From an optimization exercise on the open Yosys and OpenROAD flow, aimed at small area, a short achievable clock period and few clock cycles per item; shortcuts taken in it are not production practice. At most, simulation tests tie the RTL to the original design; equivalence was not proved. Power and IR drop assume default switching activity.

// edge_top
module edge_top (
  input  logic       clk,
  input  logic       rst_n,
  input  logic       edge_en,
  input  logic       in_valid,
  input  logic       in_sof,
  input  logic [7:0] in_r,
  input  logic [7:0] in_g,
  input  logic [7:0] in_b,
  output logic       in_ready,
  output logic       out_valid,
  output logic       out_sof,
  output logic [7:0] out_r,
  output logic [7:0] out_g,
  output logic [7:0] out_b,
  input  logic       out_ready
);
  localparam int cols = frame_pkg::frame_cols;
  localparam int rows = frame_pkg::frame_rows;
  localparam int npix = cols * rows;
  localparam int depth = 2 * cols + 1;
  localparam int lag = cols + 2;
  localparam int hd_last = npix + lag - 1;
  logic        ir_v;
  logic        ir_sof;
  logic        ir_edge;
  logic [23:0] ir_d;       
  logic        fmode;      
  logic [9:0]  hd;
  logic        f_zero, f_last, f_valid, f_sof, f_left, f_right;
  logic        f_top, f_ptop;
  localparam int ring = depth - 1;
  logic [7:0]        ch0;
  logic [8*ring-1:0] rg;
  logic [4:0]        rot;
  logic        cv;         
  logic        c_sof;
  logic        c_right;    
  logic        c_right_y;  
  logic [9:0]  pt;         
  logic [9:0]  d1, d2, d3;         
  logic signed [8:0]  v1, vp;      
  logic signed [10:0] gsum;        
  logic        g_v;
  logic        g_sof;
  logic signed [10:0] gx;
  logic signed [10:0] gy;
  logic        s_v;
  logic        s_sof;
  logic [5:0]  s_lo;       
  logic [4:0]  s_hi;       
  logic        s_big;      
  logic        skid_v;
  logic [24:0] skid_d;
  logic        in_ready_r;
  assign in_ready = in_ready_r;
  logic       in_mode;
  logic [8:0] rb_sum;
  assign in_mode = in_sof ? edge_en : fmode;
  assign rb_sum  = {1'b0, in_r} + {1'b0, in_b};
  logic adv;
  logic e_go;
  logic p_go;
  logic sh;
  logic al;
  logic p_v;
  logic out_en;
  logic busy;
  assign busy   = cv || g_v || s_v;
  assign adv    = !skid_v;
  assign al     = (rot == 5'd0) || f_zero;
  assign e_go   = adv && al && ir_v && ir_edge && (!hd[9] || f_last);
  ...
clock: 4.5 ns
lec_check: 0
abc_area: 1
cap_margin: 20
core_margin: 2
core_utilization: 60
cts_cluster_diameter: 100
cts_cluster_size: 32
setup_slack_margin: 2.4
slew_margin: 20
run.sh (not shown) runs the stock make flow with config.mk's settings and CLKGATE_MAP_FILE= SYNTH_SCRIPT=/design/flow/synth_recipe.tcl, a recipe that flattens the netlist after the stock synthesis.
The baseline finished with timing, DRC and antenna clean.
Then changed:
--- a/flow/design.v
+++ b/flow/design.v
@@ -81,45 +81,48 @@
   logic signed [8:0]  v1, vp;      
   logic signed [10:0] gsum;        
   logic        g_v;
   logic        g_sof;
   logic signed [10:0] gx;
   logic signed [10:0] gy;
   logic        s_v;
   logic        s_sof;
   logic [5:0]  s_lo;       
   logic [4:0]  s_hi;       
   logic        s_big;      
+  logic        m_v;
+  logic        m_sof;
+  logic [7:0]  m_val;
   logic        skid_v;
   logic [24:0] skid_d;
   logic        in_ready_r;
   assign in_ready = in_ready_r;
   logic       in_mode;
   logic [8:0] rb_sum;
   assign in_mode = in_sof ? edge_en : fmode;
   assign rb_sum  = {1'b0, in_r} + {1'b0, in_b};
   logic adv;
   logic e_go;
   logic p_go;
   logic sh;
   logic al;
   logic p_v;
   logic out_en;
   logic busy;
-  assign busy   = cv || g_v || s_v;
+  assign busy   = cv || g_v || s_v || m_v;
   assign adv    = !skid_v;
   assign al     = (rot == 5'd0) || f_zero;
   assign e_go   = adv && al && ir_v && ir_edge && (!hd[9] || f_last);
   assign p_go   = adv && ir_v && !ir_edge && f_zero && !busy;
   assign sh     = adv && al && (hd[9] || (ir_v && ir_edge));
-  assign p_v    = (adv && s_v) || p_go;
+  assign p_v    = (adv && m_v) || p_go;
   assign out_en = !out_valid || out_ready;
   logic ir_v_n;
   logic ir_edge_n;
   logic skid_v_n;
   logic out_v_n;
   logic tail_n;
   logic last_n;
   logic zero_n;
   logic busy_n;
   logic al_n;
   always_comb begin
@@ -133,40 +136,42 @@
       skid_v_n = skid_v || p_v;
     end
     if (sh) begin
       tail_n = !f_last && (hd[9] || hd[8:0] == 9'h1ff);
       last_n = !f_last && (hd == 10'(hd_last - 1));
       zero_n = f_last && !e_go;
     end else begin
       tail_n = hd[9];
       last_n = f_last;
       zero_n = f_zero;
     end
-    busy_n = adv ? ((sh && f_valid) || cv || g_v) : busy;
+    busy_n = adv ? ((sh && f_valid) || cv || g_v || s_v) : busy;
     al_n   = sh || (rot == 5'(cols - 1)) || zero_n;
   end
   always_ff @(posedge clk) begin
     if (!rst_n) begin
       ir_v       <= 1'b0;
       cv         <= 1'b0;
       g_v        <= 1'b0;
       s_v        <= 1'b0;
+      m_v        <= 1'b0;
       out_valid  <= 1'b0;
       skid_v     <= 1'b0;
       in_ready_r <= 1'b1;
     end else begin
       ir_v       <= ir_v_n;
       if (adv) begin
         cv  <= sh && f_valid;
         g_v <= cv;
         s_v <= g_v;
+        m_v <= s_v;
       end
       out_valid  <= out_v_n;
       skid_v     <= skid_v_n;
       in_ready_r <= !ir_v_n || (!skid_v_n && (ir_edge_n ? (al_n && (!tail_n || last_n))
                                                         : (zero_n && !busy_n)));
     end
   end
   always_ff @(posedge clk) begin
     if (!rst_n) begin
       hd     <= '0;
       f_zero <= 1'b1;
@@ -253,27 +258,31 @@
   logic [9:0] ay;
   assign ax = gx[9:0] ^ {10{gx[10]}};
   assign ay = gy[9:0] ^ {10{gy[10]}};
   always_ff @(posedge clk) begin
     if (adv) begin
       s_sof <= g_sof;
       s_lo  <= {2'b00, ax[3:0]} + {2'b00, ay[3:0]} + {5'd0, gx[10]} + {5'd0, gy[10]};
       s_hi  <= {1'b0, ax[7:4]} + {1'b0, ay[7:4]};
       s_big <= (ax[9:8] != 2'b00) || (ay[9:8] != 2'b00);
     end
   end
-  logic [5:0]  m_top;
-  logic [7:0]  m_val;
+  logic [5:0] m_top;
+  assign m_top = {1'b0, s_hi} + {4'd0, s_lo[5:4]};
+  always_ff @(posedge clk) begin
+    if (adv) begin
+      m_sof <= s_sof;
+      m_val <= (s_big || m_top[5:4] != 2'b00) ? 8'hff : {m_top[3:0], s_lo[3:0]};
+    end
+  end
   logic [24:0] p_data;
-  assign m_top  = {1'b0, s_hi} + {4'd0, s_lo[5:4]};
-  assign m_val  = (s_big || m_top[5:4] != 2'b00) ? 8'hff : {m_top[3:0], s_lo[3:0]};
-  assign p_data = s_v ? {s_sof, m_val, m_val, m_val} : {ir_sof, ir_d};
+  assign p_data = m_v ? {m_sof, m_val, m_val, m_val} : {ir_sof, ir_d};
   always_ff @(posedge clk) begin
     if (out_en) begin
       {out_sof, out_r, out_g, out_b} <= skid_v ? skid_d : p_data;
     end
     if (!skid_v) begin
       skid_d <= p_data;
     end
   end
 endmodule
 `default_nettype wire
What happened: Cell area increases slightly. Via count rose by a few percent. Cell count rises by a few percent. Core utilization drops by 0.74 points. Clock-buffer cell count fell by 1. Wire length came out higher slightly. Register-to-register slack barely changes. Die area grows slightly. Clock skew drops by 0.0079 ns. Combinational power is about the same.
Testbench counts after the change, summed over its fixed seeds: cycles 34,199, pixels 32,768.
Only the layout flow was run in the first run of this note; the RTL was not checked for function there.

[re-timing with driven ports]
The results above use ideal ports. As a check the final layouts listed here were re-extracted and re-timed, cells and wires unchanged.
Step 1, drivers: a clkbuf_16 drives clk and a buf_2 each remaining input, both assumed.
Step 2 also shifts input and output timing later by t, the mid clock arrival at the registers, as if the neighbouring blocks saw the same clock.
Slacks: ideal / step 1 / step 2; pairs: ideal / step 1.
run	shift t [ns]	setup WS [ns]	worst slew at a driven data input, ns	cell pins on the clock port's net
the first run	0.640	2.370 / 2.317 / 1.863	0.05	1
the second run	0.659	2.404 / 2.347 / 1.838	0.06	1
After both steps setup and hold are still met in every run listed. The setup slack of the second run, which loses most, moves by -0.057 ns with the drivers and by -0.566 ns with both steps.
